Background: an optimization exercise with open tools, aiming at small area, a short achievable clock period and few clock cycles. Do not read the settings as production practice.
The RTL was checked by simulation tests, not by an equivalence proof against the original design.
Power and IR drop assume default switching activity.

==> design/flow/design.v <==
package bsm_pkg;
  localparam int PIX_W  = 8;    
  localparam int POS_W  = 4;    
  localparam int SIZE_W = 5;    
  localparam int CS_W   = 10;   
  localparam int SUM_W  = 12;   
endpackage
module bsm_ram #(
  parameter int WIDTH = 8
) (
  input  logic             clk,
  input  logic             wr,
  input  logic [WIDTH-1:0] wdata,
  input  logic [3:0]       seg,
  output logic [WIDTH-1:0] tail,
  output logic [WIDTH-1:0] tail_next
);
  logic [WIDTH-1:0] head;
  logic [WIDTH-1:0] s1;
  logic [WIDTH-1:0] sg2 [2];
  logic [WIDTH-1:0] sg4 [4];
  logic [WIDTH-1:0] sg6 [6];
  logic [WIDTH-1:0] t0;
  logic [WIDTH-1:0] m1, m2, m3, m4;
  assign m1 = seg[0] ? s1     : head;
  assign m2 = seg[1] ? sg2[1] : m1;
  assign m3 = seg[2] ? sg4[3] : m2;
  assign m4 = seg[3] ? sg6[5] : m3;
  assign tail_next = t0;
  always_ff @(posedge clk) begin
    head   <= wr ? wdata : tail;
    s1     <= head;
    sg2[0] <= m1;
    sg2[1] <= sg2[0];
    sg4[0] <= m2;
    for (int i = 1; i < 4; i++) sg4[i] <= sg4[i-1];
    sg6[0] <= m3;
    for (int i = 1; i < 6; i++) sg6[i] <= sg6[i-1];
    t0     <= m4;
    tail   <= tail_next;
  end
endmodule
import bsm_pkg::*;
module bsm_div
(
  input  logic              clk,
  input  logic              rst,
  input  logic              adv,
  input  logic              sv,
  input  logic [SUM_W-1:0]  s,
  input  logic              n9,       
  input  logic              n6,
  input  logic              n4,
  output logic              dv,
  output logic [PIX_W-1:0]  q
);
  logic        xv, x9, y9;
  logic [13:0] xa, xb, xs;
  logic [11:0] x;
  logic [14:0] x7;
  logic [11:0] y;
  logic [17:0] m;
  assign xa = n4 ? {s[10:0], 3'd0} : {s, 2'd0};
  assign xb = (n6 ? 14'({s, 1'b0}) : 14'd0) | (n4 ? 14'(s) : 14'd0);
  assign xs = xa + xb;
  assign x7 = {x, 3'd0} - 15'(x);
  assign m  = {y, 6'd0} + 18'(y) + (y9 ? 18'd568 : 18'd682);
  assign q  = m[17:10];
  always_ff @(posedge clk) begin
    if (adv) begin
      x  <= xs[13:2];
      x9 <= n9;
      y  <= x7[13:2];
      y9 <= x9;
    end
    if (rst) begin
      xv <= 1'b0;
      dv <= 1'b0;
    end else if (adv) begin
      xv <= sv;
      dv <= xv;
    end
  end
endmodule
import bsm_pkg::*;
module bsm_dp
(
  input  logic              clk,
  input  logic              rst,
  input  logic              adv,
  input  logic              ev,
  input  logic              flush,
  input  logic              mask_b,
  input  logic              rows3,
  input  logic              c0,
  input  logic              c1,
  input  logic              cl,
  input  logic [PIX_W-1:0]  pix,
  input  logic [PIX_W-1:0]  up1,
  input  logic [PIX_W-1:0]  up1_next,
  input  logic [PIX_W-1:0]  up2_next,
  output logic              sv,       
  output logic [SUM_W-1:0]  s,
  output logic              s_n9,     
  output logic              s_n6,
  output logic              s_n4
);
  logic [PIX_W:0]    ab;
  logic [CS_W-1:0]   cs, w0, w1;
  logic [CS_W:0]     pair;
  logic              jv, jc1, jcl, jrows3, ep, hr3, r3, c3;
  assign r3 = jv ? jrows3 : hr3;
  assign c3 = jv && !jc1;
  assign cs = CS_W'(flush ? '0 : pix) + (mask_b ? CS_W'(up1) : CS_W'(ab));
  always_ff @(posedge clk) begin
    ab <= (PIX_W+1)'(up1_next) + (PIX_W+1)'(up2_next);
    if (adv) begin
      if (ev) begin
        w0 <= cs;
        w1 <= w0;
      end
      pair   <= (ev && c1) ? (CS_W+1)'(w0) : (CS_W+1)'(w0) + (CS_W+1)'(w1);
      jc1    <= c1;
      jcl    <= cl;
      jrows3 <= rows3;
      s       <= SUM_W'(ep ? '0 : w0) + SUM_W'(pair);
      if (jv) begin
        hr3 <= jrows3;
      end
      s_n9 <= r3 && c3;
      s_n6 <= r3 != c3;
      s_n4 <= !r3 && !c3;
    end
    if (rst) begin
      jv <= 1'b0;
      ep <= 1'b0;
      sv <= 1'b0;
    end else if (adv) begin
      jv <= ev && !c0;
      ep <= jv && jcl;
      sv <= jv || ep;
    end
  end
endmodule
import bsm_pkg::*;
module bsm_ctrl
(
  input  logic              clk,
  input  logic              rst,
  input  logic              cfg_write,
  input  logic [SIZE_W-1:0] image_size,
  input  logic              in_valid,
  output logic              in_stall,
  input  logic [PIX_W-1:0]  pixel,
  input  logic              adv,        
  input  logic              adv_next,   
  output logic [3:0]        side_m1,
  output logic [3:0]        seg,
  output logic [PIX_W-1:0]  pix_q,
  output logic              wr,         
  output logic              ev,         
  output logic              ev_fl,      
  output logic              flushing,   
  output logic              mask_b,     
  output logic              rows3,      
  output logic              c0,         
  output logic              c1,         
  output logic              cl          
);
  logic              pv;
  logic [3:0]        row, col, hd, fcol;
  logic              r1, rg1;    
  logic              s2;         
  logic              acc, pv_n, aligned, flush_ok, last_w, fl_done;
  logic [3:0]        row_n, col_n, hd_n, fcol_n;
  logic              flushing_n, ok_next;
  logic              row0, col0, col_last, row_last, hd_last, hd_wrap, rephase;
  assign row0     = (row == 4'd0);
  assign col0     = (col == 4'd0);
  assign col_last = (col == side_m1);
  assign row_last = (row == side_m1);
  assign hd_last  = (hd == side_m1);
  assign hd_wrap  = s2 ? (hd == 4'd2) : hd_last;
  assign rephase  = row0 && col0 && !flushing;
  assign aligned  = (hd == col) || rephase;
  assign flush_ok = !flushing || row0;
  assign wr       = pv && adv && aligned && flush_ok;
  assign ev_fl    = flushing && adv && (hd == fcol);
  assign ev       = (wr && !row0) || ev_fl;
  assign mask_b   = !flushing && r1;
  assign rows3    = !flushing && rg1;
  assign c0       = (hd == 4'd0);
  assign c1       = (hd == 4'd1);
  assign cl       = hd_last;
  assign last_w   = wr && row_last && col_last;
  assign fl_done  = ev_fl && hd_last;
  assign acc  = in_valid && !in_stall;
  assign pv_n = acc || (pv && !wr);
  always_comb begin
    row_n = row;
    col_n = col;
    if (wr) begin
      if (col_last) begin
        col_n = 4'd0;
        row_n = row_last ? 4'd0 : row + 4'd1;
      end else begin
        col_n = col + 4'd1;
      end
    end
    if (cfg_write) begin
      row_n = 4'd0;
      col_n = 4'd0;
    end
    if (wr && rephase) begin
      hd_n = 4'd1;
    end else begin
      hd_n = hd_wrap ? 4'd0 : hd + 4'd1;
    end
    flushing_n = flushing;
    fcol_n     = fcol;
    if (ev_fl) begin
      fcol_n = fcol + 4'd1;
    end
    if (fl_done) begin
      flushing_n = 1'b0;
    end
    if (last_w) begin
      flushing_n = 1'b1;
      fcol_n     = 4'd0;
    end
  end
  assign ok_next = acc && ((wr && !(s2 && col_last)) || (!pv && rephase));
  always_ff @(posedge clk) begin
    if (acc) begin
      pix_q <= pixel;
    end
    s2     <= (side_m1 == 4'd1);
    seg[3] <= (side_m1 >= 4'd8);
    seg[2:0] <= (side_m1 >= 4'd8) ? 3'(side_m1 - 4'd8) :
                (side_m1 == 4'd1) ? 3'd0 : 3'(side_m1 - 4'd2);
    if (rst) begin
      side_m1  <= 4'd15;
      pv       <= 1'b0;
      row      <= 4'd0;
      r1       <= 1'b0;
      rg1      <= 1'b0;
      col      <= 4'd0;
      hd       <= 4'd0;
      fcol     <= 4'd0;
      flushing <= 1'b0;
      in_stall <= 1'b0;
    end else begin
      if (cfg_write) begin
        if (image_size[4]) begin
          side_m1 <= 4'd15;
        end else if (image_size[3:1] == 3'd0) begin
          side_m1 <= 4'd1;
        end else begin
          side_m1 <= image_size[3:0] - 4'd1;
        end
      end
      pv       <= pv_n;
      row      <= row_n;
      r1       <= (row_n == 4'd1);
      rg1      <= (row_n > 4'd1);
      col      <= col_n;
      hd       <= hd_n;
      fcol     <= fcol_n;
      flushing <= flushing_n;
      in_stall <= pv_n && !(adv_next && ok_next);
    end
  end
endmodule
import bsm_pkg::*;
module box_smoothing_3x3_edge_mean
#(
  parameter int MAX_SIDE = 16
) (
  input  logic              clk,
  input  logic              rst,
  input  logic              cfg_write,
  input  logic [SIZE_W-1:0] image_size,
  input  logic              in_valid,
  output logic              in_stall,
  input  logic [PIX_W-1:0]  pixel,
  output logic              out_valid,
  input  logic              out_stall,
  output logic [PIX_W-1:0]  smoothed,
  output logic [POS_W-1:0]  out_row,
  output logic [POS_W-1:0]  out_col,
  output logic              last_of_run,
  output logic              frame_done
);
  logic             adv, adv_next, skid_v, skid_v_n;
  logic [PIX_W-1:0] skid_q;
  logic [3:0]       side_m1, seg;
  logic [PIX_W-1:0] pix_q, up1, up2, up1_next, up2_next;
  logic             wr, ev, ev_fl, flush, mask_b, rows3, c0, c1, cl;
  logic             sv, s_n9, s_n6, s_n4, dv;
  logic [SUM_W-1:0] s;
  logic [PIX_W-1:0] q;
  logic             out_free, inc, xfer;
  logic [3:0]       nrow, ncol;
  assign adv      = !skid_v;
  assign inc      = dv && adv;
  assign out_free = !out_valid || !out_stall;
  assign xfer     = out_valid && !out_stall;
  assign skid_v_n = skid_v ? !out_free : (inc && !out_free);
  assign adv_next = !skid_v_n;
  bsm_ctrl u_ctrl (
    .clk       (clk),
    .rst       (rst),
    .cfg_write (cfg_write),
    .image_size(image_size),
    .in_valid  (in_valid),
    .in_stall  (in_stall),
    .pixel     (pixel),
    .adv       (adv),
    .adv_next  (adv_next),
    .side_m1   (side_m1),
    .seg       (seg),
    .pix_q     (pix_q),
    .wr        (wr),
    .ev        (ev),
    .ev_fl     (ev_fl),
    .flushing  (flush),
    .mask_b    (mask_b),
    .rows3     (rows3),
    .c0        (c0),
    .c1        (c1),
    .cl        (cl)
  );
  bsm_ram #(.WIDTH(PIX_W)) u_up1 (
    .clk  (clk),
    .wr   (wr),
    .wdata(pix_q),
    .seg  (seg),
    .tail (up1),
    .tail_next(up1_next)
  );
  bsm_ram #(.WIDTH(PIX_W)) u_up2 (
    .clk  (clk),
    .wr   (wr),
    .wdata(up1),
    .seg  (seg),
    .tail (up2),
    .tail_next(up2_next)
  );
  bsm_dp u_dp (
    .clk    (clk),
    .rst    (rst),
    .adv    (adv),
    .ev     (ev),
    .flush  (flush),
    .mask_b (mask_b),
    .rows3  (rows3),
    .c0     (c0),
    .c1     (c1),
    .cl     (cl),
    .pix    (pix_q),
    .up1    (up1),
    .up1_next(up1_next),
    .up2_next(up2_next),
    .sv     (sv),
    .s      (s),
    .s_n9   (s_n9),
    .s_n6   (s_n6),
    .s_n4   (s_n4)
  );
  bsm_div u_div (
    .clk  (clk),
    .rst  (rst),
    .adv  (adv),
    .sv   (sv),
    .s    (s),
    .n9   (s_n9),
    .n6   (s_n6),
    .n4   (s_n4),
    .dv   (dv),
    .q    (q)
  );
  always_comb begin
    if (out_col == side_m1) begin
      ncol = 4'd0;
      nrow = (out_row == side_m1) ? 4'd0 : out_row + 4'd1;
    end else begin
      ncol = out_col + 4'd1;
      nrow = out_row;
    end
  end
  always_ff @(posedge clk) begin
    if (adv) begin
      skid_q <= q;
    end
    if (out_free) begin
      smoothed <= skid_v ? skid_q : q;
    end
    if (rst) begin
      skid_v      <= 1'b0;
      out_valid   <= 1'b0;
      out_row     <= 4'd0;
      out_col     <= 4'd0;
      last_of_run <= 1'b1;
      frame_done  <= 1'b0;
    end else begin
      skid_v <= skid_v_n;
      if (out_free) begin
        out_valid <= skid_v || inc;
      end
      if (cfg_write) begin
        out_row     <= 4'd0;
        out_col     <= 4'd0;
        last_of_run <= !(image_size <= SIZE_W'(2));
        frame_done  <= 1'b0;
      end else if (xfer) begin
        out_row     <= nrow;
        out_col     <= ncol;
        frame_done  <= (nrow == side_m1) && (ncol == side_m1);
        if (ncol == side_m1) begin
          last_of_run <= (nrow != side_m1 - 4'd1);
        end else if (ncol == side_m1 - 4'd1) begin
          last_of_run <= 1'b0;
        end else begin
          last_of_run <= (nrow != side_m1);
        end
      end
    end
  end
endmodule
==> design/flow/run.sh <==
#!/bin/bash
# synth_recipe.tcl (not shown) runs the flow's synth.tcl, then flattens the netlist and writes it again
# the make line also repeats each setting of config.mk as NAME=value (left out here)
make -C /OpenROAD-flow-scripts/flow DESIGN_CONFIG=/design/flow/config.mk WORK_HOME=/design/flow/orfs CLKGATE_MAP_FILE= SYNTH_SCRIPT=/design/flow/synth_recipe.tcl finish
==> design/flow/config.mk <==
export PLATFORM = sky130hd
export DESIGN_NAME = box_smoothing_3x3_edge_mean
export DESIGN_NICKNAME = box_smoothing_3x3_edge_mean
export VERILOG_FILES = /design/flow/design.v
export SDC_FILE = /design/flow/constraint.sdc
export NUM_CORES = 4
export LEC_CHECK = 0
export ABC_AREA = 1
export CAP_MARGIN = 0
export CORE_MARGIN = 2
export CORE_UTILIZATION = 65
export CTS_CLUSTER_DIAMETER = 100
export CTS_CLUSTER_SIZE = 24
export PLACE_DENSITY = 0.75
export SETUP_SLACK_MARGIN = 4.0
export SLEW_MARGIN = 0
==> design/flow/constraint.sdc <==
create_clock -name core_clock -period 6.5 [get_ports {clk}]
set_input_delay 1.3000 -clock core_clock [delete_from_list [all_inputs] [get_ports {clk}]]
set_output_delay 1.3000 -clock core_clock [all_outputs]
set_load 0.01 [all_outputs]
==> results of run 1 <==
==> sequential cells by signal, summed over array words and instances (netlist names), 9 cells and up <==
| name | cells |
|---|---|
| u_up2.sg2 | 16 |
| u_dp.w0 | 10 |
| u_dp.w1 | 10 |
| u_dp.pair | 11 |
| u_div.y | 12 |
| u_dp.s | 12 |
| u_div.x | 12 |
| u_up1.sg2 | 16 |
| u_dp.ab | 9 |
| u_up1.sg6 | 48 |
| u_up2.sg4 | 32 |
| u_up1.sg4 | 32 |
| u_up2.sg6 | 48 |
==> stage by stage <==
step / area, sq um / util / setup slack, ns
global route: 17160 / 0.7291 / 3.905
finish: 17160 / 0.7291 / 4.035
CTS: 16940 / 0.7197 / 3.996
floorplan: 15640 / - / 4.007
detailed placement: 16230 / 0.6896 / 3.031
global placement: 16230 / 0.6896 / 3.128
==> area by class of cell <==
cell class                 instances  area, sq um  area share
multi-input combinational        978         5832      0.3398
sequential                       412         9206      0.5364
timing repair buffer              58        504.2     0.02938
timing repair inverter             1        7.507   0.0004374
clock inverter                     1        20.02    0.001166
clock buffer                      30        559.3     0.03258
tap                              319        399.1     0.02325
inverter                         168        635.6     0.03703
==> Yosys cell counts (all sizes together), types with 2 or more instances <==
| library cell | count |
|---|---|
| xnor2 | 19 |
| ha | 92 |
| o21bai | 2 |
| fa | 6 |
| or2 | 6 |
| nand2 | 364 |
| inv | 167 |
| nand4 | 9 |
| and3 | 2 |
| edfxtp | 92 |
| o22ai | 2 |
| o21ai | 97 |
| o21a | 5 |
| buf | 14 |
| nor2 | 112 |
| a211oi | 3 |
| mux2 | 16 |
| a21o | 8 |
| nand3 | 53 |
| nor3 | 10 |
| nor3b | 3 |
| dfxtp | 320 |
| clkbuf | 22 |
| xor2 | 57 |
| a31oi | 21 |
| a21oi | 80 |
==> where the power goes <==
| part | leakage [nW] | internal [mW] | switching, mW |
|---|---|---|---|
| Combinational | 3.90 | 0.788 | 1.09 |
| Sequential | 3.63 | 3.58 | 0.313 |
| Clock | 0.279 | 0.609 | 0.763 |
==> critical path: cells and delay by family (launching register included) <==
| kind | cells | cell delay [ns] |
|---|---|---|
| fa+ha+maj | 1 | 0.33 |
| simple gates | 4 | 0.23 |
| flops | 1 | 0.47 |
| xor+xnor | 1 | 0.16 |
| buf+inv | 2 | 0.22 |
| compound gates | 5 | 0.79 |
==> logic make-up (layout without fill, tap and decap cells) <==
kind of cell	count (synthesis)	after routing	share of synthesized area
adder cells (fa/ha/maj)	98	98	0.08131
buffers and inverters	204	258	0.05194
XOR/XNOR	76	76	0.04258
AND/OR/NAND/NOR	562	562	0.1469
multiplexers	16	16	0.01152
flip-flops	412	412	0.5865
AO/OA/AOI/OAI	225	226	0.07931
==> path summary, 6_finish.rpt <==
kind / startpoint / depth (start not counted) / end / slack (ns)
worst max-delay path: u_dp.s_n6$_DFFE_PN_ / 13 / u_div.x[11]$_DFFE_PN_ / 4.04
worst min-delay path: u_up2.sg4[2][4]$_DFF_P_ / 0 / u_up2.sg4[3][4]$_DFF_P_ / 0.32
worst max register to register: u_dp.s_n6$_DFFE_PN_ / 13 / u_div.x[11]$_DFFE_PN_ / 4.04
worst min register to register: u_up2.sg4[2][4]$_DFF_P_ / 0 / u_up2.sg4[3][4]$_DFF_P_ / 0.32
==> what timing repair did <==
item | in CTS | in global routing
setup endpoints to repair | 70 | 42
setup buffers | 7 | 13
cloned | 2 | 0
gates resized for setup | 69 | 56
hold buffers | 0 | 0
pin swaps | 1 | 14
==> layer usage <==
metal	routed length (um)	vias to the layer above	GRT usage
met5	0	-	0
met4	582	0	0.05331
met3	957	50	0.02709
met2	14360	159	0.4014
met1	12970	4789	0.2839
li1	-	5272	-
==> summary.txt, run 1 <==
Clocking
  – Clk buf depth: 3
  – Clock latency on the worst-skew pair: 0.53 ns
  – CTS tree: yes
  – Root Driver: clkbuf_16
  – Clock-pin transition on the worst setup and hold timing paths: about 0.1 ns
  – Clk sinks: approximately 400
  – TritonCTS buffer count: 21
  – Htree depth: 1

Layout
  – Share of layout cells above drive strength 1: 0.09041
  – Commonest non-fill, non-tap cell in the layout: nand2_1
  – Most frequent cells in the layout: nand2_1 (350), dfxtp_1 (304), inv_1 (157)
  – FILL cells: between 1500 and 2000
  – NumNets Final: approximately 1800
  – Synth-to-Final Area Change: 9.788%
  – Fin cells: between 1500 and 2000
  – Diode count: 0

Worst setup path
  – Critical Path Slowest Stage Cell: edfxtp_1
  – Critical path class: flip-flop to flip-flop
  – Crit path cell chain: inv_2 > buf_4 > o21ai_0 > ha_1 > a21oi_1 > o21ai_0 > a21oi_2 > o21ai_2 > nand2_1 > nand2_1 > nand2_1 > nand2_1 > xor2_1
  – Critical Path Fanout Max: 5
  – Most used cell along the critical path: nand2_1
  – Crit path DAT: ~2.7 ns
  – CP Launch Type: flip-flop
  – Max incr delay on CP: 0.47 ns
  – Nature of the critical path endpoint: flip-flop
  – CP Data Required Time: 6.78 ns

Logic synthesis
  – Ys async rst share: 0
  – Post-synthesis cell count: 1593
  – Number of synthesized register bits: around 400
  – YS warnings: 8
  – Seq/Total Area, Yosys: 0.5865
  – Mean Syn Cell Area: between 9 and 10 sq um
  – Syn Nets: between 1500 and 2000
  – Leading area contributor after synthesis: dfxtp_1
  – Number of flops mapped to enable cells by yosys: between 90 and 100
  – Post-synthesis cell type count: just over 50
  – Yosys top cell area share: 0.4098
  – Top FF cell, synth: dfxtp_1
  – Ranking of synthesized cells by area: dfxtp_1 (41%), edfxtp_1 (18%), nand2_1 (8.5%), ha_1 (7.4%), inv_1 (3.8%)
  – Post-Synthesis Cell Area: 15630 sq um

Place
  – Dpl cells: 1914
  – DP Wirelength: between 15000 and 20000 um
  – GPL Wtd Cong: approximately 0.87
  – Port Buffers: 37

Floorplan
  – Die Wd: ~160 um
  – Core Region: between 20000 and 25000 sq um
  – Die Height: 159.1 um
  – I/O pin count: 38
  – Starting Density: 0.6641
  – # rows: 56
  – DIE AREA: between 20000 and 30000 sq um

GRT
  – First-pass GRT wire length: roughly 47000 um
  – Total Routing Usage GR: 0.2215
  – Vias in the first global route: 9872
  – Gr ovfl total: 0
  – Largest net degree at the start of global routing: between 70 and 80
  – Initial antenna violation count: 0

Drt
  – Routed WL: 28870 um
  – Drt pass-1 iters: 5
  – # DRC: 0
  – Vias: ~10000
  – Drt initial violations: ~620
  – Antenna viol nets, final: 0
  – Post-DR wirelength/cell: 14.68 um
  – Post-DR vias/cell: between 5 and 6

STA
  – Slew of the pin with the lowest slew margin: between 1 and 1.5 ns
  – Tmin final: 2.465 ns
  – Max-slew violations: 0
  – Clk_skew: around 0.025 ns
  – Unrepaired setup endpoints after global routing: yes
  – Final setup viols: 0
  – Period utilisation layout: 0.3792
  – Highest clock rate: 405.7 MHz
  – TNS Setup: 0 ns
  – Worst hold slack: about 0.32 ns
  – Max transition margin: 0.2985
  – Hold violation total from the final report: 0

Hold path
  – Hold crit path type: flip-flop to flip-flop

Outcome
  – Status: no timing/DRC/antenna violations

Flow run
  – Number of max-cap violations: 0

Power and ir drop
  – Peak supply drop: 366.2 uV
  – Leak pwr: approximately 8 nW
  – Pwr per Cell Area: about 420 nW/um^2
  – Pwr Total: a little over 7 mW
Testbench counts, summed over its fixed seeds: cycles 10,935.
==> run 2: changes to the inputs <==
--- a/design/flow/config.mk
+++ b/design/flow/config.mk
@@ -11,5 +11,5 @@
 export CORE_UTILIZATION = 65
 export CTS_CLUSTER_DIAMETER = 100
-export CTS_CLUSTER_SIZE = 24
+export CTS_CLUSTER_SIZE = 30
 export PLACE_DENSITY = 0.75
 export SETUP_SLACK_MARGIN = 4.0
==> run 2 against run 1 <==
  * Sequential share of layout area increased by 0.44 points
  * Critical path depth shrank 12
  * First-iteration DRC count is 9.6% higher
  * Critical path type is now flip-flop to output pin
  * Area after synthesis unchanged
  * Combinational power fell by 2%
  * Total power down 3.0%
  * Cell count decreased by 0.36%
  * Wire length fell by 1.6%
  * Fmax shrank 0.19%
  * Design area is 0.79% lower
  * Setup slack worse by 0.0047 ns
  * Largest power group unchanged
  * Sequential power is essentially flat
==> summary.txt, run 2 <==
Drt
  – Post-DR wirelength/cell: between 10 and 15 um
  – # DRC: 0
  – Post-DR vias/cell: about 5.2
  – Vias: just over 10000
  – Drt initial violations: between 600 and 700
  – Drt pass-1 iters: 5
  – Routed WL: around 28000 um
  – Antenna viol nets, final: 0

STA
  – Max transition margin: 0.2841
  – Clk_skew: roughly 0.015 ns
  – Hold violation total from the final report: 0
  – Slew of the pin with the lowest slew margin: between 1 and 1.5 ns
  – Worst hold slack: roughly 0.33 ns
  – TNS Setup: 0 ns
  – Tmin final: roughly 2.5 ns
  – Final setup viols: 0
  – Setup ws final: 4.031 ns
  – Unrepaired setup endpoints after global routing: yes
  – Period utilisation layout: 0.3799
  – Max-slew violations: 0
  – Highest clock rate: 405.0 MHz

Logic synthesis
  – Post-synthesis mux area share: 0.01152
  – Syn Nets: between 1500 and 2000
  – Yosys top cell area share: 0.4098
  – Post-Synthesis Cell Area: between 15000 and 20000 sq um
  – Leading area contributor after synthesis: dfxtp_1
  – Largest family of logic cells by synthesized area: simple AND/OR/NAND/NOR gates
  – Ys async rst share: 0
  – Ranking of synthesized cells by area: dfxtp_1 (41%), edfxtp_1 (18%), nand2_1 (8.5%), ha_1 (7.4%), inv_1 (3.8%)
  – Commonest cells post-synth: nand2_1 (356), dfxtp_1 (320), inv_1 (160)
  – Post-synthesis cell count: 1593
  – Post-synthesis cell type count: between 50 and 60
  – Post-Synth XOR/XNOR Area: 0.04258
  – Area fraction in compound gates after synthesis: 0.07931
  – Post-Synth Simple-Gate Area: 0.1469
  – YS warnings: 8
  – Top FF cell, synth: dfxtp_1
  – Top-count cell post-synth: nand2_1
  – Number of flops mapped to enable cells by yosys: 92
  – Seq/Total Area, Yosys: 0.5865
  – Mean Syn Cell Area: roughly 9.8 sq um
  – Number of synthesized register bits: about 410
  – Adder-cell share of the synthesized area: 0.08131

Worst setup path
  – Nature of the critical path endpoint: output pin
  – Crit path cell chain: dlygate4sd2_1
  – R2R Path Start: u_dp.s_n6$_DFFE_PN_
  – CP Launch Type: flip-flop
  – Crit path DAT: 1.17 ns
  – Critical Path Slowest Stage Cell: dfxtp_4
  – Critical path class: flip-flop to output pin
  – Critical path launch point: out_col[2]$_SDFFE_PP0P_
  – Max incr delay on CP: 0.38 ns
  – CP bufs+invs: 1
  – CP delay by family, top: flip-flops
  – Critical Path Fanout Max: 5
  – R2r setup slk: roughly 4.0 ns
  – CP Data Required Time: 5.20 ns

Floorplan
  – DIE AREA: roughly 25000 sq um
  – # rows: 56
  – Core Region: 23540 sq um
  – Die Height: 159.1 um
  – Die Wd: approximately 160 um
  – I/O pin count: 38
  – Starting Density: 0.6641

Clocking
  – TritonCTS buffer count: 17
  – Clk sinks: 412
  – Clk buf depth: 3
  – CTS tree: yes
  – Clock latency on the worst-skew pair: approximately 0.5 ns
  – Root Driver: clkbuf_16
  – Htree depth: 1
  – Clock-pin transition on the worst setup and hold timing paths: 0.11 ns

Place
  – Port Buffers: 37
  – Pre-CTS WS: around 3.0 ns
  – DP Wirelength: 19720 um
  – GPL Wtd Cong: 0.8656
  – Placed inst area: approximately 16000 sq um
  – Dpl cells: about 1900

Layout
  – Most frequent cells in the layout: nand2_1 (351), dfxtp_1 (304), inv_1 (157)
  – Commonest non-fill, non-tap cell in the layout: nand2_1
  – NumNets Final: approximately 1800
  – Fin cells: roughly 2000
  – Synth-to-Final Area Change: 8.923%
  – Fin area: roughly 17000 sq um
  – Top flop regs: u_up1.sg6 (48), u_up2.sg6 (48)
  – Post-Route Utilization: 0.7233
  – Diode count: 0
  – Share of layout cells above drive strength 1: 0.08531

Power and ir drop
  – Leak pwr: approximately 7.8 nW
  – Peak supply drop: 307.7 uV
  – Pwr per Cell Area: roughly 410 nW/um^2
  – Pwr Total: between 6 and 7 mW

GRT
  – Gr ovfl total: 0
  – Vias in the first global route: 9818
  – Total Routing Usage GR: 0.2175
  – Initial antenna violation count: 0
  – Largest net degree at the start of global routing: 71
  – First-pass GRT wire length: 46000 um

Hold path
  – Hold crit path type: flip-flop to flip-flop
  – Hold wc startpoint: u_up1.sg6[4][1]$_DFF_P_

Flow run
  – Number of max-cap violations: 0

Outcome
  – Status: no timing/DRC/antenna violations
## run 2: cell counts after synthesis
No cell type changed its count.
## run 2: metal layers
| metal | share of wire | track usage | routed length, um | vias to the layer above |
|---|---|---|---|---|
| met4 | 0.022 | 0.05620 | 624 | 0 |
| met2 | 0.49 | 0.3917 | 13980 | 165 |
| li1 | - | - | - | 5265 |
| met5 | 0 | 0 | 0 | - |
| met1 | 0.46 | 0.2825 | 12930 | 4780 |
| met3 | 0.031 | 0.02162 | 871 | 50 |
## run 2: power breakdown
part           switching [mW]  internal [mW]  leakage [nW]
registers               0.305           3.58          3.63
clock network           0.720          0.490         0.220
logic                    1.07          0.763          3.92
total                    2.10           4.83          7.77
## run 2: final timing paths
path                        endpoint  depth (start not counted)
max                       out_col[2]                          1
min          u_up1.sg6[5][1]$_DFF_P_                          0
max reg2reg    u_div.x[11]$_DFFE_PN_                         13
min reg2reg  u_up1.sg6[5][1]$_DFF_P_                          0
## run 2: cell type report
cell class              instances  area (sq um)
clock buffers                  22         444.2
clock inverters                 1         8.758
fillers                      1750          6514
inverters                     168         635.6
multi-input cells             978          5816
flip-flops and latches        412          9209
well taps                     319         399.1
repair buffers                 59         509.2
repair inverters                1         7.507
## run 2: what timing repair did
| item | CTS | global route |
|---|---|---|
| endpoints found under the setup margin | 70 | 45 |
| gates resized for setup | 60 | 53 |
| hold buffers | 0 | 0 |
| cloned | 2 | 0 |
| pin swaps | 1 | 10 |
| buffers inserted | 9 | 12 |
## run 2: kinds of logic (layout without fill, tap and decap cells)
| group | Yosys count | in the layout |
|---|---|---|
| buf+inv | 204 | 251 |
| fa+ha+maj | 98 | 98 |
| xor+xnor | 76 | 76 |
| compound gates | 225 | 226 |
| flops | 412 | 412 |
| simple gates | 562 | 562 |
| mux | 16 | 16 |
==> run 3: changes to the inputs <==
--- a/design/flow/config.mk
+++ b/design/flow/config.mk
@@ -10,6 +10,6 @@
 export CORE_MARGIN = 2
 export CORE_UTILIZATION = 65
-export CTS_CLUSTER_DIAMETER = 100
-export CTS_CLUSTER_SIZE = 30
+export CTS_CLUSTER_DIAMETER = 80
+export CTS_CLUSTER_SIZE = 34
 export PLACE_DENSITY = 0.75
 export SETUP_SLACK_MARGIN = 4.0
==> run 3 against run 2 <==
  * Global-route usage rose by 0.12 points
  * Count of clock-buffer cells in the layout down 2
  * Sequential cell count unchanged
  * Largest cell class unchanged
  * Critical endpoint is now smoothed[0]$_DFFE_PN_
  * Clock power up 5%
==> summary.txt, run 3 <==
GRT
  – Initial antenna violation count: 0
  – Largest net degree at the start of global routing: a little over 70
  – First-pass GRT wire length: between 40000 and 50000 um
  – Vias in the first global route: 9885
  – Total Routing Usage GR: 0.2187
  – Gr ovfl total: 0

STA
  – Unrepaired setup endpoints after global routing: yes
  – Tmin final: approximately 2.5 ns
  – TNS Setup: 0 ns
  – Clk_skew: approximately 0.032 ns
  – Slew of the pin with the lowest slew margin: roughly 1.1 ns
  – Worst hold slack: approximately 0.30 ns
  – Hold violation total from the final report: 0
  – Final setup viols: 0
  – Setup ws final: between 4 and 5 ns
  – Highest clock rate: about 400 MHz
  – Period utilisation layout: 0.3837
  – Max transition margin: 0.2938
  – Max-slew violations: 0

Hold path
  – WHS Endpoint: u_up2.sg6[4][0]$_DFF_P_
  – Hold crit path type: flip-flop to flip-flop
  – Hold Path Depth: 0
  – Hold wc startpoint: u_up2.sg6[3][0]$_DFF_P_

Layout
  – Diode count: 0
  – NumNets Final: approximately 1800
  – Synth-to-Final Area Change: 9.548%
  – Commonest non-fill, non-tap cell in the layout: nand2_1
  – Top flop regs: u_up1.sg6 (48), u_up2.sg6 (48)
  – Share of layout cells above drive strength 1: 0.09069
  – Post-Route Utilization: 0.7275
  – Fin area: between 15000 and 20000 sq um
  – Most frequent cells in the layout: nand2_1 (350), dfxtp_1 (303), inv_1 (157)

Logic synthesis
  – Post-synthesis mux area share: 0.01152
  – Adder-cell share of the synthesized area: 0.08131
  – Syn Nets: around 1700
  – Seq/Total Area, Yosys: 0.5865
  – Leading area contributor after synthesis: dfxtp_1
  – Number of synthesized register bits: ~400
  – Commonest cells post-synth: nand2_1 (356), dfxtp_1 (320), inv_1 (160)
  – Yosys top cell area share: 0.4098
  – Post-synthesis cell count: roughly 1600
  – Mean Syn Cell Area: just under 10 sq um
  – Top FF cell, synth: dfxtp_1
  – Ranking of synthesized cells by area: dfxtp_1 (41%), edfxtp_1 (18%), nand2_1 (8.5%), ha_1 (7.4%), inv_1 (3.8%)
  – Ys async rst share: 0
  – Post-Synth Simple-Gate Area: 0.1469
  – Post-Synthesis Cell Area: 15630 sq um
  – YS warnings: 8
  – Post-synthesis cell type count: 51
  – Post-Synth XOR/XNOR Area: 0.04258
  – Number of flops mapped to enable cells by yosys: 92
  – Area fraction in compound gates after synthesis: 0.07931
  – Top-count cell post-synth: nand2_1
  – Largest family of logic cells by synthesized area: simple AND/OR/NAND/NOR gates

Worst setup path
  – Nature of the critical path endpoint: flip-flop
  – CP Launch Type: flip-flop
  – Critical path class: flip-flop to flip-flop
  – CP Data Required Time: between 6 and 7 ns
  – R2R Path Start: u_div.y[1]$_DFFE_PN_
  – Critical Path Fanout Max: 3
  – R2R cell count: 10
  – R2r setup slk: 4.01 ns
  – Crit path DAT: 2.77 ns
  – Capturing point of the worst reg2reg path: smoothed[0]$_DFFE_PN_

Place
  – Port Buffers: 37
  – Pre-CTS WS: around 3.0 ns
  – GPL Wtd Cong: between 0.8 and 0.9
  – DP Wirelength: slightly below 20000 um
  – Placed inst area: approximately 16000 sq um

Drt
  – Antenna viol nets, final: 0
  – Post-DR wirelength/cell: around 14 um
  – Drt pass-1 iters: 7
  – Vias: slightly above 10000
  – Routed WL: between 20000 and 30000 um
  – Drt initial violations: around 660
  – # DRC: 0
  – Post-DR vias/cell: around 5.2

Clocking
  – Clock-pin transition on the worst setup and hold timing paths: 0.11 ns
  – Root Driver: clkbuf_16
  – Cts hold-fix bufs: 0
  – CTS tree: yes
  – TritonCTS buffer count: 17
  – Clk sinks: between 400 and 500
  – Clock latency on the worst-skew pair: roughly 0.52 ns
  – Htree depth: 1
  – Clk buf depth: 3

Floorplan
  – I/O pin count: 38
  – Die Height: 159.1 um
  – Die Wd: 159.1 um
  – Core Region: roughly 24000 sq um
  – DIE AREA: 25310 sq um
  – Starting Density: 0.6641
  – # rows: 56

Power and ir drop
  – Pwr per Cell Area: approximately 410 nW/um^2
  – Leak pwr: 7.795 nW
  – Peak supply drop: between 300 and 400 uV

Flow run
  – Number of max-cap violations: 0

Outcome
  – Status: no timing/DRC/antenna violations
==> run 3: changes by cell type in the layout (fill, tap and decap cells not counted), sizes merged <==
cell	before	now
inv	168	171
clkbuf	27	23
dlymetal6s2s	1	0
dlygate4sd2	6	7
clkinv	1	2
buf	22	23
clkdlybuf4s50	16	17
==> run 3: layout make-up <==
class / instances / area, sq um
sequential: 412 / 9210
fill: 1726 / 6416
multi-input combinational: 978 / 5849
inverter: 168 / 638.1
timing repair buffer: 59 / 510.5
clock buffer: 20 / 436.7
tap: 319 / 399.1
clock inverter: 5 / 75.07
timing repair inverter: 1 / 7.507
==> run 3: worst max-delay path, stage by stage (launching register included) <==
cell      delay, ns
edfxtp_1       0.46
fa_1           0.62
ha_4           0.23
a21oi_2        0.13
o21a_1         0.16
nand2_2        0.09
nand3_2        0.07
nand2_1        0.06
or2_2          0.27
nand3_1        0.08
nand2_1        0.08
==> run 3: metrics by stage <==
stage / cells / power [mW]
after detailed placement: 1914 / 5.661
after global routing: 1962 / 7.503
final: 1962 / 7.044
after CTS: 1952 / 6.945
after global placement: 1914 / 5.576
after floorplan: 1593 / 5.134
==> run 3: power breakdown <==
group / internal, mW / switching (mW)
logic: 0.792 / 1.10
clock network: 0.511 / 0.757
registers: 3.58 / 0.302
==> run 3: kinds of logic (layout without fill, tap and decap cells) <==
group / after synthesis / count (layout)
muxes: 16 / 16
adders and majority gates: 98 / 98
xor gates and xnor gates: 76 / 76
buffers and inverters: 204 / 253
DFF: 412 / 412
AOI/OAI and AO/OA: 225 / 226
and+or+nand+nor: 562 / 562
==> run 3: worst max-delay path by stage <==
stage	startpoint	end	depth (start not counted)
floorplan	u_ctrl.flushing$_SDFFE_PP0P_	u_dp.w0[8]$_DFFE_PP_	15
global placement	rst	u_ctrl.col[3]$_SDFFE_PP0P_	4
detailed placement	rst	u_ctrl.col[3]$_SDFFE_PP0P_	4
CTS	smoothed[6]$_DFFE_PN_	smoothed[6]	1
global route	u_div.y[1]$_DFFE_PN_	smoothed[0]$_DFFE_PN_	10
finish	u_div.y[1]$_DFFE_PN_	smoothed[0]$_DFFE_PN_	10
==> run 3: timing repair <==
item / CTS / global route
setup endpoints to repair: 70 / 38
resized for setup: 62 / 61
gates cloned: 2 / 0
buffers inserted: 11 / 10
pin swaps: 2 / 16
==> run 3: routing by layer <==
metal | global-route usage | vias to the layer above | share of wire
met3 | 0.02058 | 45 | 0.035
met4 | 0.05661 | 0 | 0.022
li1 | - | 5266 | -
met2 | 0.3964 | 174 | 0.50
met5 | 0 | - | 0
met1 | 0.2824 | 4814 | 0.44
==> run 4: changes to the inputs <==
--- a/design/flow/config.mk
+++ b/design/flow/config.mk
@@ -9,8 +9,8 @@
 export CAP_MARGIN = 0
 export CORE_MARGIN = 2
-export CORE_UTILIZATION = 65
-export CTS_CLUSTER_DIAMETER = 80
-export CTS_CLUSTER_SIZE = 34
-export PLACE_DENSITY = 0.75
+export CORE_UTILIZATION = 55
+export CTS_CLUSTER_DIAMETER = 100
+export CTS_CLUSTER_SIZE = 30
+export PLACE_DENSITY = 0.7
 export SETUP_SLACK_MARGIN = 4.0
 export SLEW_MARGIN = 0
==> run 4 against run 3 <==
  * Sequential cell count unchanged
  * Total power down 1.8%
  * Cell count increased by 2.9%
  * Area after synthesis is the same
  * Still clean
  * Largest cell class unchanged
==> summary.txt, run 4 <==
Drt
  – Antenna viol nets, final: 0
  – # DRC: 0
  – Drt pass-1 iters: 6
  – Vias: between 10000 and 15000
  – Post-DR wirelength/cell: between 10 and 15 um
  – Post-DR vias/cell: about 5.0
  – Routed WL: between 20000 and 30000 um
  – Drt initial violations: 546

STA
  – Setup ws final: a little over 4 ns
  – Max transition margin: 0.2886
  – Period utilisation layout: 0.3797
  – Highest clock rate: between 400 and 500 MHz
  – Clk_skew: 0.02488 ns
  – TNS Setup: 0 ns
  – Slew of the pin with the lowest slew margin: about 1.1 ns
  – Unrepaired setup endpoints after global routing: yes
  – Hold violation total from the final report: 0
  – Tmin final: around 2.5 ns
  – Final setup viols: 0
  – Max-slew violations: 0

Layout
  – Diode count: 0
  – Commonest non-fill, non-tap cell in the layout: nand2_1
  – Most frequent cells in the layout: nand2_1 (347), dfxtp_1 (305), inv_1 (157)
  – FF+latch area: between 9000 and 10000 sq um
  – FILL cells: around 2300
  – Synth-to-Final Area Change: 9.500%
  – Share of layout cells above drive strength 1: 0.08288
  – Multi-input gate area: roughly 5800 sq um
  – Top flop regs: u_up1.sg6 (48), u_up2.sg6 (48)
  – Fin cells: between 2000 and 2500
  – NumNets Final: roughly 1800

Floorplan
  – Die Height: roughly 170 um
  – I/O pin count: 38
  – Starting Density: 0.5612
  – DIE AREA: a little under 30000 sq um
  – # rows: 61
  – Core Region: approximately 28000 sq um
  – Die Wd: 172.6 um

Logic synthesis
  – Post-Synthesis Cell Area: between 15000 and 20000 sq um
  – Leading area contributor after synthesis: dfxtp_1
  – Yosys top cell area share: 0.4098
  – Number of flops mapped to enable cells by yosys: 92
  – Number of synthesized register bits: between 400 and 500
  – YS warnings: 8
  – Syn Nets: 1709
  – Top-count cell post-synth: nand2_1
  – Top FF cell, synth: dfxtp_1
  – Commonest cells post-synth: nand2_1 (356), dfxtp_1 (320), inv_1 (160)
  – Ys async rst share: 0
  – Mean Syn Cell Area: 9.814 sq um
  – Seq/Total Area, Yosys: 0.5865
  – Post-synthesis cell type count: just over 50
  – Post-synthesis cell count: between 1500 and 2000
  – Ranking of synthesized cells by area: dfxtp_1 (41%), edfxtp_1 (18%), nand2_1 (8.5%), ha_1 (7.4%), inv_1 (3.8%)

Worst setup path
  – Crit path cell chain: dlygate4sd2_1
  – Critical Path Slowest Stage Cell: edfxtp_1
  – Critical path class: flip-flop to output pin
  – Critical Path Fanout Max: 1
  – CP bufs+invs: 1
  – Max incr delay on CP: ~0.37 ns
  – CP Data Required Time: about 5.2 ns
  – Nature of the critical path endpoint: output pin
  – R2R Path Start: u_div.y9$_DFFE_PN_
  – CP delay by family, top: flip-flops
  – Critical path launch point: smoothed[4]$_DFFE_PN_
  – Crit path DAT: between 1 and 1.5 ns
  – CP Launch Type: flip-flop

Place
  – DP Wirelength: ~19000 um
  – Pre-CTS WS: 3.016 ns
  – GPL Wtd Cong: between 0.8 and 0.9
  – Dpl cells: just under 2000
  – Port Buffers: 37

GRT
  – First-pass GRT wire length: 46060 um
  – Total Routing Usage GR: 0.1847
  – Largest net degree at the start of global routing: 71
  – Vias in the first global route: slightly below 10000
  – Initial antenna violation count: 0
  – Gr ovfl total: 0

Power and ir drop
  – Peak supply drop: 303.1 uV
  – Leak pwr: 7.781 nW
  – Pwr per Cell Area: slightly above 400 nW/um^2
  – Pwr Total: roughly 7 mW

Clocking
  – Clock-pin transition on the worst setup and hold timing paths: between 0.1 and 0.15 ns
  – Clk buf depth: 3
  – TritonCTS buffer count: 17
  – Clock latency on the worst-skew pair: around 0.52 ns
  – Cts hold-fix bufs: 0
  – CTS tree: yes
  – Htree depth: 1
  – Root Driver: clkbuf_16
  – Clk sinks: between 400 and 500

Flow run
  – Number of max-cap violations: 0

Hold path
  – Hold crit path type: flip-flop to flip-flop
  – Hold wc startpoint: u_up2.sg6[4][4]$_DFF_P_

Outcome
  – Status: no timing/DRC/antenna violations
run 4: area by class of cell:
| class | count | share of cell area |
|---|---|---|
| tap | 378 | 0.02763 |
| sequential | 412 | 0.5380 |
| timing repair buffer | 57 | 0.02924 |
| inverter | 168 | 0.03713 |
| clock buffer | 23 | 0.02617 |
| clock inverter | 2 | 0.0007309 |
| multi-input combinational | 979 | 0.3411 |
run 4: kinds of logic after synthesis:
| kind of cell | share of synthesized area |
|---|---|
| AOI/OAI and AO/OA | 0.07931 |
| xor gates and xnor gates | 0.04258 |
| adders and majority gates | 0.08131 |
| buffers and inverters | 0.05194 |
| DFF | 0.5865 |
| muxes | 0.01152 |
| and+or+nand+nor | 0.1469 |
run 4: routing by layer:
metal  GRT usage  vias to the layer above  routed length [um]
met5           0                        -                   0
met4     0.03989                        0                 478
met3     0.01891                       47                 792
met2      0.3285                      138               13500
met1      0.2447                     4760               13140
li1            -                     5245                   -
run 4: through the flow:
| step | hold slack [ns] | util | cell area [sq um] |
|---|---|---|---|
| after floorplan | 0.3096 | - | 15640 |
| after global placement | 0.3096 | 0.5854 | 16310 |
| after detailed placement | 0.3121 | 0.5854 | 16310 |
| after CTS | 0.3337 | 0.6069 | 16910 |
| after global routing | 0.3340 | 0.6145 | 17120 |
| final | 0.3313 | 0.6145 | 17120 |
run 4: path summary, 6_finish.rpt:
path	to	slack, ns	cells past startpoint
setup / recovery	smoothed[4]	4.03	1
hold / removal	u_up2.sg6[5][4]$_DFF_P_	0.33	0
setup reg to reg	smoothed[6]$_DFFE_PN_	4.09	12
hold reg to reg	u_up2.sg6[5][4]$_DFF_P_	0.33	0
run 4: power by group:
group	switching (mW)	total [mW]	internal, mW
sequential	0.292	3.87	3.58
clock	0.722	1.22	0.493
combinational	1.05	1.83	0.778
total	2.07	6.92	4.85
run 4: repair_timing:
item	in CTS	in global routing
endpoints found under the setup margin	71	39
cloned	1	1
resized for setup	58	48
setup buffers	10	9
pin swaps	2	16
==> run 5: changes to the inputs <==
--- a/design/flow/config.mk
+++ b/design/flow/config.mk
@@ -11,5 +11,5 @@
 export CORE_UTILIZATION = 55
 export CTS_CLUSTER_DIAMETER = 100
-export CTS_CLUSTER_SIZE = 30
+export CTS_CLUSTER_SIZE = 27
 export PLACE_DENSITY = 0.7
 export SETUP_SLACK_MARGIN = 4.0
==> run 5 against run 4 <==
  * Still clean
  * Cell count up 0.15%
  * Design area up 0.48%
  * Die area unchanged
  * Sequential power about the same
  * Total power up 0.86%
  * Non-clock buffer count unchanged
  * Utilization up 0.30 points
  * First-iteration DRC count down 7.3%
  * Setup slack better by 0.014 ns
  * Largest cell class unchanged
==> summary.txt, run 5 <==
Layout
  – Share of layout cells above drive strength 1: 0.08455
  – FILL cells: 2335
  – Multi-input gate area: approximately 5800 sq um
  – Top flop regs: u_up1.sg6 (48), u_up2.sg6 (48)
  – Commonest non-fill, non-tap cell in the layout: nand2_1
  – NumNets Final: approximately 1800
  – Synth-to-Final Area Change: 10.03%
  – Diode count: 0
  – Most frequent cells in the layout: nand2_1 (349), dfxtp_1 (305), inv_1 (157)
  – FF+latch area: ~9200 sq um

STA
  – Setup ws final: 4.046 ns
  – Period utilisation layout: 0.3775
  – TNS Setup: 0 ns
  – Max transition margin: 0.2913
  – Tmin final: between 2 and 2.5 ns
  – Unrepaired setup endpoints after global routing: yes
  – Slew of the pin with the lowest slew margin: around 1.1 ns
  – Max-slew violations: 0
  – Clk_skew: 0.03316 ns
  – Final setup viols: 0
  – Hold violation total from the final report: 0
  – Highest clock rate: approximately 410 MHz

Logic synthesis
  – Leading area contributor after synthesis: dfxtp_1
  – Post-Synthesis Cell Area: approximately 16000 sq um
  – Number of synthesized register bits: 412
  – Top-count cell post-synth: nand2_1
  – Number of flops mapped to enable cells by yosys: 92
  – Seq/Total Area, Yosys: 0.5865
  – Yosys top cell area share: 0.4098
  – Top FF cell, synth: dfxtp_1
  – Post-synthesis cell count: ~1600
  – Commonest cells post-synth: nand2_1 (356), dfxtp_1 (320), inv_1 (160)
  – Post-synthesis cell type count: between 50 and 60
  – Mean Syn Cell Area: between 9 and 10 sq um
  – YS warnings: 8
  – Ranking of synthesized cells by area: dfxtp_1 (41%), edfxtp_1 (18%), nand2_1 (8.5%), ha_1 (7.4%), inv_1 (3.8%)
  – Ys async rst share: 0
  – Syn Nets: between 1500 and 2000

Worst setup path
  – Crit path cell chain: clkdlybuf4s15_1
  – Critical Path Fanout Max: 1
  – CP delay by family, top: flip-flops
  – Nature of the critical path endpoint: output pin
  – R2R cell count: 12
  – Max incr delay on CP: roughly 0.38 ns
  – Critical path depth in cells: 1
  – CP Launch Type: flip-flop
  – Critical path class: flip-flop to output pin
  – CP Data Required Time: approximately 5.2 ns
  – Crit path DAT: roughly 1.2 ns
  – Critical Path Slowest Stage Cell: edfxtp_1
  – CP bufs+invs: 1

Place
  – Pre-CTS WS: between 3 and 4 ns
  – GPL Wtd Cong: 0.8612
  – Port Buffers: 37
  – DP Wirelength: between 15000 and 20000 um

Drt
  – Routed WL: around 28000 um
  – Drt initial violations: 506
  – Antenna viol nets, final: 0
  – Post-DR wirelength/cell: 13.77 um
  – Post-DR vias/cell: a little over 5
  – Vias: a little over 10000
  – # DRC: 0
  – Drt pass-1 iters: 4

Floorplan
  – Starting Density: 0.5612
  – Core Region: approximately 28000 sq um
  – I/O pin count: 38
  – # rows: between 60 and 70
  – Die Wd: about 170 um
  – DIE AREA: ~30000 sq um
  – Die Height: roughly 170 um

GRT
  – Largest net degree at the start of global routing: 71
  – Vias in the first global route: approximately 9800
  – Total Routing Usage GR: 0.1856
  – First-pass GRT wire length: about 46000 um
  – Gr ovfl total: 0
  – Initial antenna violation count: 0

Clocking
  – Cts hold-fix bufs: 0
  – Clk buf depth: 3
  – Clock latency on the worst-skew pair: 0.54 ns
  – Htree depth: 1
  – Clock-pin transition on the worst setup and hold timing paths: ~0.1 ns
  – Clk sinks: between 400 and 500
  – Root Driver: clkbuf_16
  – CTS tree: yes
  – TritonCTS buffer count: 19

Flow run
  – Number of max-cap violations: 0

Power and ir drop
  – Pwr per Cell Area: 405.6 nW/um^2
  – Peak supply drop: 316.0 uV
  – Leak pwr: between 7 and 8 nW

Hold path
  – Hold crit path type: flip-flop to flip-flop
  – Hold Path Depth: 0

Outcome
  – Status: no timing/DRC/antenna violations
## run 5: worst paths after layout
| check | start | endpoint | slack [ns] |
|---|---|---|---|
| setup / recovery | smoothed[6]$_DFFE_PN_ | smoothed[6] | 4.05 |
| hold / removal | u_up2.sg6[2][6]$_DFF_P_ | u_up2.sg6[3][6]$_DFF_P_ | 0.32 |
| hold reg to reg | u_up2.sg6[2][6]$_DFF_P_ | u_up2.sg6[3][6]$_DFF_P_ | 0.32 |
| setup reg to reg | u_div.y9$_DFFE_PN_ | smoothed[6]$_DFFE_PN_ | 4.10 |
## run 5: worst register-to-register path, delay by kind of cell, from the launching register on
kind,cells,cell delay (ns)
adder cells (fa/ha/maj),2,0.84
AND/OR/NAND/NOR,6,0.55
flip-flops,1,0.38
AO/OA/AOI/OAI,3,0.34
buffers and inverters,1,0.06
## run 5: timing repair
item,4_1_cts,5_1_grt
pin swaps,2,13
cloned,1,0
endpoints found under the hold margin,0,0
gates resized for setup,65,51
buffers inserted,10,9
endpoints found under the setup margin,71,49
## run 5: cells by family after synthesis
family	count (synthesis)	synth area share
multiplexers	16	0.01152
AO/OA/AOI/OAI	225	0.07931
XOR/XNOR	76	0.04258
AND/OR/NAND/NOR	562	0.1469
flip-flops	412	0.5865
buffers and inverters	204	0.05194
adder cells (fa/ha/maj)	98	0.08131
## run 5: per-layer routing
| metal | up-vias | wire length, um | GRT usage |
|---|---|---|---|
| met4 | 0 | 530 | 0.04879 |
| met2 | 115 | 13440 | 0.3260 |
| li1 | 5251 | - | - |
| met3 | 39 | 727 | 0.02133 |
| met1 | 4758 | 13150 | 0.2444 |
| met5 | - | 0 | 0 |
## run 5: cell type report
cell class / instances / share of cell area
well taps: 378 / 0.02749
inverters: 168 / 0.03695
clock inverters: 3 / 0.002473
multi-input cells: 978 / 0.3380
repair buffers: 57 / 0.03048
clock buffers: 26 / 0.02917
flip-flops and latches: 412 / 0.5354
## run 5: per-stage QoR
step / cell area [sq um] / instances / hold WS [ns] / total power, mW / util
2_1_floorplan: 15640 / 1593 / 0.3096 / 5.134 / -
3_3_place_gp: 16310 / 1973 / 0.3096 / 5.560 / 0.5854
3_5_place_dp: 16310 / 1973 / 0.3121 / 5.630 / 0.5854
4_1_cts: 17000 / 2013 / 0.3278 / 6.945 / 0.6102
5_1_grt: 17200 / 2022 / 0.3309 / 7.436 / 0.6175
6_report: 17200 / 2022 / 0.3245 / 6.976 / 0.6175
## run 5: power breakdown
part / total, mW / switching (mW) / internal [mW]
sequential: 3.87 / 0.293 / 3.58
combinational: 1.79 / 1.04 / 0.752
clock: 1.32 / 0.742 / 0.573
==> run 6: changes to the inputs <==
--- a/design/flow/config.mk
+++ b/design/flow/config.mk
@@ -13,4 +13,4 @@
 export CTS_CLUSTER_SIZE = 27
 export PLACE_DENSITY = 0.7
-export SETUP_SLACK_MARGIN = 4.0
+export SETUP_SLACK_MARGIN = 4.1
 export SLEW_MARGIN = 0
==> run 6 against run 5 <==
  * First-iteration DRC count grew 13%
  * Sequential cell count stayed put
  * Highest routed layer unchanged
  * Sequential share of layout area is 1.1 points lower
  * Clock power about the same
  * Still clean on timing, DRC and antenna
  * Design area increased by 2.2%
==> summary.txt, run 6 <==
GRT
  – Initial antenna violation count: 0
  – Gr ovfl total: 0
  – Vias in the first global route: approximately 10000
  – Largest net degree at the start of global routing: 71
  – First-pass GRT wire length: between 40000 and 50000 um
  – Total Routing Usage GR: 0.1902

Layout
  – Multi-input gate area: roughly 6000 sq um
  – FF+latch area: a little over 9000 sq um
  – Diode count: 0
  – Synth-to-Final Area Change: 12.43%
  – FILL cells: about 2300
  – Post-Route Utilization: 0.6309
  – Commonest non-fill, non-tap cell in the layout: nand2_1
  – NumNets Final: ~1800
  – Fin area: 17580 sq um
  – Top flop regs: u_up1.sg6 (48), u_up2.sg6 (48)
  – Share of layout cells above drive strength 1: 0.1388
  – Most frequent cells in the layout: nand2_1 (340), dfxtp_1 (300), inv_1 (156)

STA
  – Worst hold slack: between 0.3 and 0.4 ns
  – Tmin final: about 2.4 ns
  – Period utilisation layout: 0.3735
  – Hold violation total from the final report: 0
  – TNS Setup: 0 ns
  – Max-slew violations: 0
  – Highest clock rate: slightly above 400 MHz
  – Unrepaired setup endpoints after global routing: yes
  – Final setup viols: 0
  – Slew of the pin with the lowest slew margin: around 1.1 ns
  – Max transition margin: 0.2608
  – Clk_skew: 0.02579 ns

Logic synthesis
  – Commonest cells post-synth: nand2_1 (356), dfxtp_1 (320), inv_1 (160)
  – Top FF cell, synth: dfxtp_1
  – YS warnings: 8
  – Leading area contributor after synthesis: dfxtp_1
  – Post-synthesis cell type count: 51
  – Post-Synthesis Cell Area: between 15000 and 20000 sq um
  – Mean Syn Cell Area: 9.814 sq um
  – Top-count cell post-synth: nand2_1
  – Ys async rst share: 0
  – Syn Nets: roughly 1700
  – Ranking of synthesized cells by area: dfxtp_1 (41%), edfxtp_1 (18%), nand2_1 (8.5%), ha_1 (7.4%), inv_1 (3.8%)
  – Post-synthesis cell count: 1593
  – Number of synthesized register bits: approximately 400
  – Number of flops mapped to enable cells by yosys: 92
  – Seq/Total Area, Yosys: 0.5865
  – Yosys top cell area share: 0.4098

Hold path
  – Hold crit path type: flip-flop to flip-flop

Drt
  – Antenna viol nets, final: 0
  – Post-DR wirelength/cell: ~14 um
  – Post-DR vias/cell: 5.040
  – Vias: 10370
  – Drt pass-1 iters: 5
  – # DRC: 0
  – Drt initial violations: between 500 and 600
  – Routed WL: ~29000 um

Worst setup path
  – Critical Path Sink: smoothed[6]$_DFFE_PN_
  – R2r setup slk: 4.07 ns
  – Critical Path Slowest Stage Cell: fa_1
  – CP Data Required Time: ~6.8 ns
  – Max incr delay on CP: 0.55 ns
  – Critical path class: flip-flop to flip-flop
  – Critical path launch point: u_div.y[1]$_DFFE_PN_
  – R2R cell count: 11
  – CP Launch Type: flip-flop
  – R2R Path Start: u_div.y[1]$_DFFE_PN_
  – Crit path cell chain: fa_1 > ha_4 > nand2_2 > nor3b_2 > nand2_1 > nand2_2 > nand3_1 > o211ai_1 > o21ai_1 > a21oi_1 > nor2_1
  – Capturing point of the worst reg2reg path: smoothed[6]$_DFFE_PN_
  – Critical Path Fanout Max: 3
  – Nature of the critical path endpoint: flip-flop
  – Crit path DAT: between 2 and 3 ns
  – Most used cell along the critical path: nand2_2

Clocking
  – CTS tree: yes
  – TritonCTS buffer count: 19
  – Root Driver: clkbuf_16
  – Clk buf depth: 3
  – Htree depth: 1
  – Cts hold-fix bufs: 0
  – Clock-pin transition on the worst setup and hold timing paths: 0.11 ns
  – Clock latency on the worst-skew pair: roughly 0.52 ns
  – Clk sinks: between 400 and 500

Flow run
  – Number of max-cap violations: 0

Floorplan
  – DIE AREA: just under 30000 sq um
  – Core Region: roughly 28000 sq um
  – Starting Density: 0.5612
  – Die Wd: around 170 um
  – I/O pin count: 38
  – # rows: 61
  – Die Height: about 170 um

Power and ir drop
  – Clk pwr share: 0.182
  – Pwr per Cell Area: around 410 nW/um^2
  – Pwr Total: 7.190 mW
  – Net Sw Power: between 2 and 2.5 mW
  – Combinational Power Share: 0.277
  – Peak supply drop: between 300 and 400 uV
  – Net Sw Frac: 0.3039
  – Flop pwr share: 0.541
  – Internal: approximately 5.0 mW
  – Leak pwr: about 8.0 nW

Place
  – DP Wirelength: between 15000 and 20000 um
  – GPL Wtd Cong: 0.8821
  – Placed inst area: ~16000 sq um
  – Port Buffers: 37

Outcome
  – Status: no timing/DRC/antenna violations
-- run 6: kinds of logic (layout without fill, tap and decap cells) --
kind of cell / after synthesis / after routing / synth area share
flip-flops: 412 / 412 / 0.5865
AO/OA/AOI/OAI: 225 / 226 / 0.07931
adder cells (fa/ha/maj): 98 / 98 / 0.08131
AND/OR/NAND/NOR: 562 / 563 / 0.1469
XOR/XNOR: 76 / 76 / 0.04258
buffers and inverters: 204 / 288 / 0.05194
multiplexers: 16 / 16 / 0.01152
-- run 6: worst min path at each step --
| stage | startpoint | to | slack (ns) | cells past startpoint |
|---|---|---|---|---|
| 3_5_place_dp | u_up1.sg2[0][0]$_DFF_P_ | u_up1.sg2[1][0]$_DFF_P_ | 0.31 | 0 |
| 6_report | u_up2.sg2[0][1]$_DFF_P_ | u_up2.sg2[1][1]$_DFF_P_ | 0.32 | 0 |
| 3_3_place_gp | u_up1.sg6[3][0]$_DFF_P_ | u_up1.sg6[4][0]$_DFF_P_ | 0.31 | 0 |
| 4_1_cts | u_up2.sg2[0][1]$_DFF_P_ | u_up2.sg2[1][1]$_DFF_P_ | 0.32 | 0 |
| 5_1_grt | u_up2.sg2[0][1]$_DFF_P_ | u_up2.sg2[1][1]$_DFF_P_ | 0.32 | 0 |
| 2_1_floorplan | u_up1.sg2[0][0]$_DFF_P_ | u_up1.sg2[1][0]$_DFF_P_ | 0.31 | 0 |
-- run 6: critical path, delay by kind of cell, from the launching register on --
| family | cells | cell delay, ns |
|---|---|---|
| compound gates | 3 | 0.34 |
| fa+ha+maj | 2 | 0.86 |
| flops | 1 | 0.45 |
| simple gates | 6 | 0.54 |
-- run 6: metrics by stage --
step,std cells,setup slack [ns]
finish,2057,4.073
global route,2057,3.941
CTS,2030,4.098
detailed placement,1973,3.024
global placement,1973,3.154
floorplan,1593,4.104
-- run 6: area by class of cell --
| class | count | share of cell area |
|---|---|---|
| multi-input combinational | 979 | 0.3423 |
| timing repair buffer | 91 | 0.03986 |
| tap | 378 | 0.02691 |
| sequential | 412 | 0.5242 |
| clock inverter | 1 | 0.001139 |
| inverter | 168 | 0.03666 |
| clock buffer | 28 | 0.02897 |
-- run 6: what timing repair did --
action | CTS | global route
gates cloned | 2 | 1
endpoints found under the setup margin | 109 | 59
pin swaps | 8 | 32
endpoints found under the hold margin | 0 | 0
setup buffers | 26 | 26
gates resized for setup | 132 | 89
-- run 6: routing by layer --
metal,routed length (um),global-route usage
met5,0,0
met2,14240,0.3323
met1,13410,0.2532
met4,464,0.04452
met3,904,0.02331
-- run 6: power groups by stage --
stage                     Sequential, mW  Clock (mW)  Combinational (mW)
after global routing                3.98        1.43                2.24
final                               3.89        1.31                1.99
after floorplan                     3.83           0                1.31
after global placement              3.92           0                1.64
after detailed placement            3.95           0                1.69
after CTS                           3.90        1.34                1.80
==> run 7: changes to the inputs <==
--- a/design/flow/config.mk
+++ b/design/flow/config.mk
@@ -11,6 +11,6 @@
 export CORE_UTILIZATION = 55
 export CTS_CLUSTER_DIAMETER = 100
-export CTS_CLUSTER_SIZE = 27
+export CTS_CLUSTER_SIZE = 24
 export PLACE_DENSITY = 0.7
-export SETUP_SLACK_MARGIN = 4.1
+export SETUP_SLACK_MARGIN = 4.0
 export SLEW_MARGIN = 0
==> run 7 against run 6 <==
  * Clock skew decreased by 0.0053 ns
  * Largest power group unchanged
  * Sequential cell count unchanged
  * Sequential share of layout area increased by 1.1 points
  * Setup slack got worse by 0.052 ns
  * Critical path depth fell by 10
  * Synthesized cell count stayed put
  * Combinational power fell by 9.5%
  * Sequential power is essentially flat
  * Utilization fell by 1.4 points
  * Register-to-register slack improved by 0.02 ns
  * Largest cell class unchanged
==> summary.txt, run 7 <==
Floorplan
  – Die Wd: roughly 170 um
  – Die Height: approximately 170 um
  – # rows: 61
  – Core Region: between 20000 and 30000 sq um
  – I/O pin count: 38
  – Starting Density: 0.5612
  – DIE AREA: just under 30000 sq um

Worst setup path
  – Crit path DAT: 1.18 ns
  – Critical path class: flip-flop to output pin
  – CP Data Required Time: around 5.2 ns
  – Max incr delay on CP: around 0.36 ns
  – CP delay by family, top: flip-flops
  – CP Launch Type: flip-flop
  – CP bufs+invs: 1
  – Critical Path Slowest Stage Cell: edfxtp_1
  – Nature of the critical path endpoint: output pin
  – Critical Path Fanout Max: 1
  – Crit path cell chain: dlygate4sd2_1

STA
  – Slew of the pin with the lowest slew margin: 1.071 ns
  – Period utilisation layout: 0.3814
  – Unrepaired setup endpoints after global routing: yes
  – TNS Setup: 0 ns
  – Max-slew violations: 0
  – Tmin final: 2.479 ns
  – Max transition margin: 0.2850
  – Final setup viols: 0
  – Hold violation total from the final report: 0
  – Worst hold slack: 0.3146 ns
  – Clk_skew: roughly 0.020 ns
  – Highest clock rate: slightly above 400 MHz

Place
  – DP Wirelength: about 19000 um
  – Port Buffers: 37
  – GPL Wtd Cong: about 0.86
  – Dpl cells: 1973

Clocking
  – Htree depth: 1
  – Root Driver: clkbuf_16
  – Clock latency on the worst-skew pair: 0.53 ns
  – Cts hold-fix bufs: 0
  – Clk sinks: about 410
  – TritonCTS buffer count: 21
  – Clock-pin transition on the worst setup and hold timing paths: 0.10 ns
  – Clk buf depth: 3
  – CTS tree: yes

Layout
  – Fin cells: just over 2000
  – Commonest non-fill, non-tap cell in the layout: nand2_1
  – Diode count: 0
  – Most frequent cells in the layout: nand2_1 (350), dfxtp_1 (306), inv_1 (157)
  – Synth-to-Final Area Change: 10.01%
  – Share of layout cells above drive strength 1: 0.08283
  – Top flop regs: u_up1.sg6 (48), u_up2.sg6 (48)
  – NumNets Final: between 1500 and 2000

Drt
  – Routed wl met2: between 10000 and 15000 um
  – Top Metal Used: met4
  – Antenna viol nets, final: 0
  – Routed WL: about 28000 um
  – M1 WL: between 10000 and 15000 um
  – # DRC: 0
  – Post-DR wirelength/cell: between 10 and 15 um
  – Vias: about 10000
  – DR WL met3: ~760 um
  – Drt pass-1 iters: 5
  – Drt initial violations: between 500 and 600
  – Post-DR vias/cell: about 5

Logic synthesis
  – Seq/Total Area, Yosys: 0.5865
  – Yosys top cell area share: 0.4098
  – YS warnings: 8
  – Post-Synthesis Cell Area: about 16000 sq um
  – Syn Nets: about 1700
  – Top FF cell, synth: dfxtp_1
  – Leading area contributor after synthesis: dfxtp_1
  – Top-count cell post-synth: nand2_1
  – Number of synthesized register bits: between 400 and 500
  – Post-synthesis cell count: 1593
  – Ranking of synthesized cells by area: dfxtp_1 (41%), edfxtp_1 (18%), nand2_1 (8.5%), ha_1 (7.4%), inv_1 (3.8%)
  – Ys async rst share: 0
  – Post-synthesis cell type count: between 50 and 60
  – Commonest cells post-synth: nand2_1 (356), dfxtp_1 (320), inv_1 (160)
  – Mean Syn Cell Area: roughly 9.8 sq um
  – Number of flops mapped to enable cells by yosys: 92

GRT
  – Largest net degree at the start of global routing: about 70
  – Vias in the first global route: just under 10000
  – Total Routing Usage GR: 0.1855
  – Gr ovfl total: 0
  – First-pass GRT wire length: ~46000 um
  – Initial antenna violation count: 0

Power and ir drop
  – Peak supply drop: 299.3 uV
  – Leak pwr: about 7.8 nW
  – Pwr per Cell Area: just over 400 nW/um^2

Flow run
  – Number of max-cap violations: 0

Hold path
  – Hold crit path type: flip-flop to flip-flop

Outcome
  – Status: no timing/DRC/antenna violations
==> run 7: logic make-up after synthesis <==
kind of cell    Yosys count  synth area share
compound gates          225           0.07931
xor+xnor                 76           0.04258
fa+ha+maj                98           0.08131
buf+inv                 204           0.05194
flops                   412            0.5865
mux                      16           0.01152
simple gates            562            0.1469
==> run 7: where the power goes <==
group	switching, mW	internal (mW)	leakage (nW)
Combinational	1.04	0.758	3.88
Clock	0.761	0.608	0.281
Sequential	0.293	3.58	3.63
==> run 7: path summary, 6_finish.rpt <==
kind	start	end	slack (ns)	depth (start not counted)
worst min register to register	u_up1.sg6[2][0]$_DFF_P_	u_up1.sg6[3][0]$_DFF_P_	0.31	0
worst max-delay path	smoothed[4]$_DFFE_PN_	smoothed[4]	4.02	1
worst min-delay path	u_up1.sg6[2][0]$_DFF_P_	u_up1.sg6[3][0]$_DFF_P_	0.31	0
worst max register to register	u_div.y9$_DFFE_PN_	smoothed[6]$_DFFE_PN_	4.09	12
==> run 7: what timing repair did <==
item	in CTS	in global routing
endpoints found under the hold margin	0	0
endpoints found under the setup margin	71	41
cloned	1	0
gates resized for setup	67	46
setup buffers	8	7
pin swaps	3	14
==> run 7: final cells by class <==
class                   count  area [sq um]
fillers                  2341         10660
flip-flops and latches    412          9206
multi-input cells         978          5826
inverters                 168         638.1
clock buffers              29         555.5
repair buffers             53         473.0
well taps                 378         473.0
clock inverters             2         27.53
==> run 7: layer usage <==
layer | vias to the layer above | track usage
met3 | 43 | 0.01913
met4 | 0 | 0.04594
li1 | 5246 | -
met5 | - | 0
met2 | 116 | 0.3308
met1 | 4717 | 0.2425
==> run 7: through the flow <==
stage | worst slack, ns | area [sq um] | utilization | power (mW)
final | 4.021 | 17200 | 0.6174 | 7.044
after global placement | 3.096 | 16310 | 0.5854 | 5.560
after floorplan | 4.007 | 15640 | - | 5.134
after CTS | 4.001 | 17030 | 0.6112 | 7.001
after global routing | 3.925 | 17200 | 0.6174 | 7.498
after detailed placement | 3.016 | 16310 | 0.5854 | 5.630

[re-timing with driven ports]
In the flow no input, the clock included, has a driving cell. The finished layouts below were timed again as built, in two steps.
Step 1, drivers: a clkbuf_16 drives clk and a buf_2 each remaining input, both assumed.
Step 2 times the ports against the registers' clock, not the clock port: input delays grow and output delays shrink by t, the midpoint of the rising clock arrivals with the driver on.
Three values: no drivers, after step 1, after step 2; two values: the first two.
run	t, ns	setup WS [ns]	cell pins on the clock port's net
run 1	0.564	4.035 / 3.998 / 3.643	1
run 2	0.552	4.031 / 3.985 / 3.645	1
run 3	0.552	4.006 / 3.988 / 3.587	1
run 4	0.560	4.032 / 3.982 / 3.651	1
run 5	0.565	4.046 / 3.997 / 3.656	1
run 6	0.559	4.073 / 4.073 / 3.823	1
run 7	0.571	4.021 / 3.971 / 3.624	1
After both steps setup and hold are still met in every run listed. The setup slack of run 3, which loses most, moves by -0.018 ns with the drivers and by -0.419 ns with both steps.
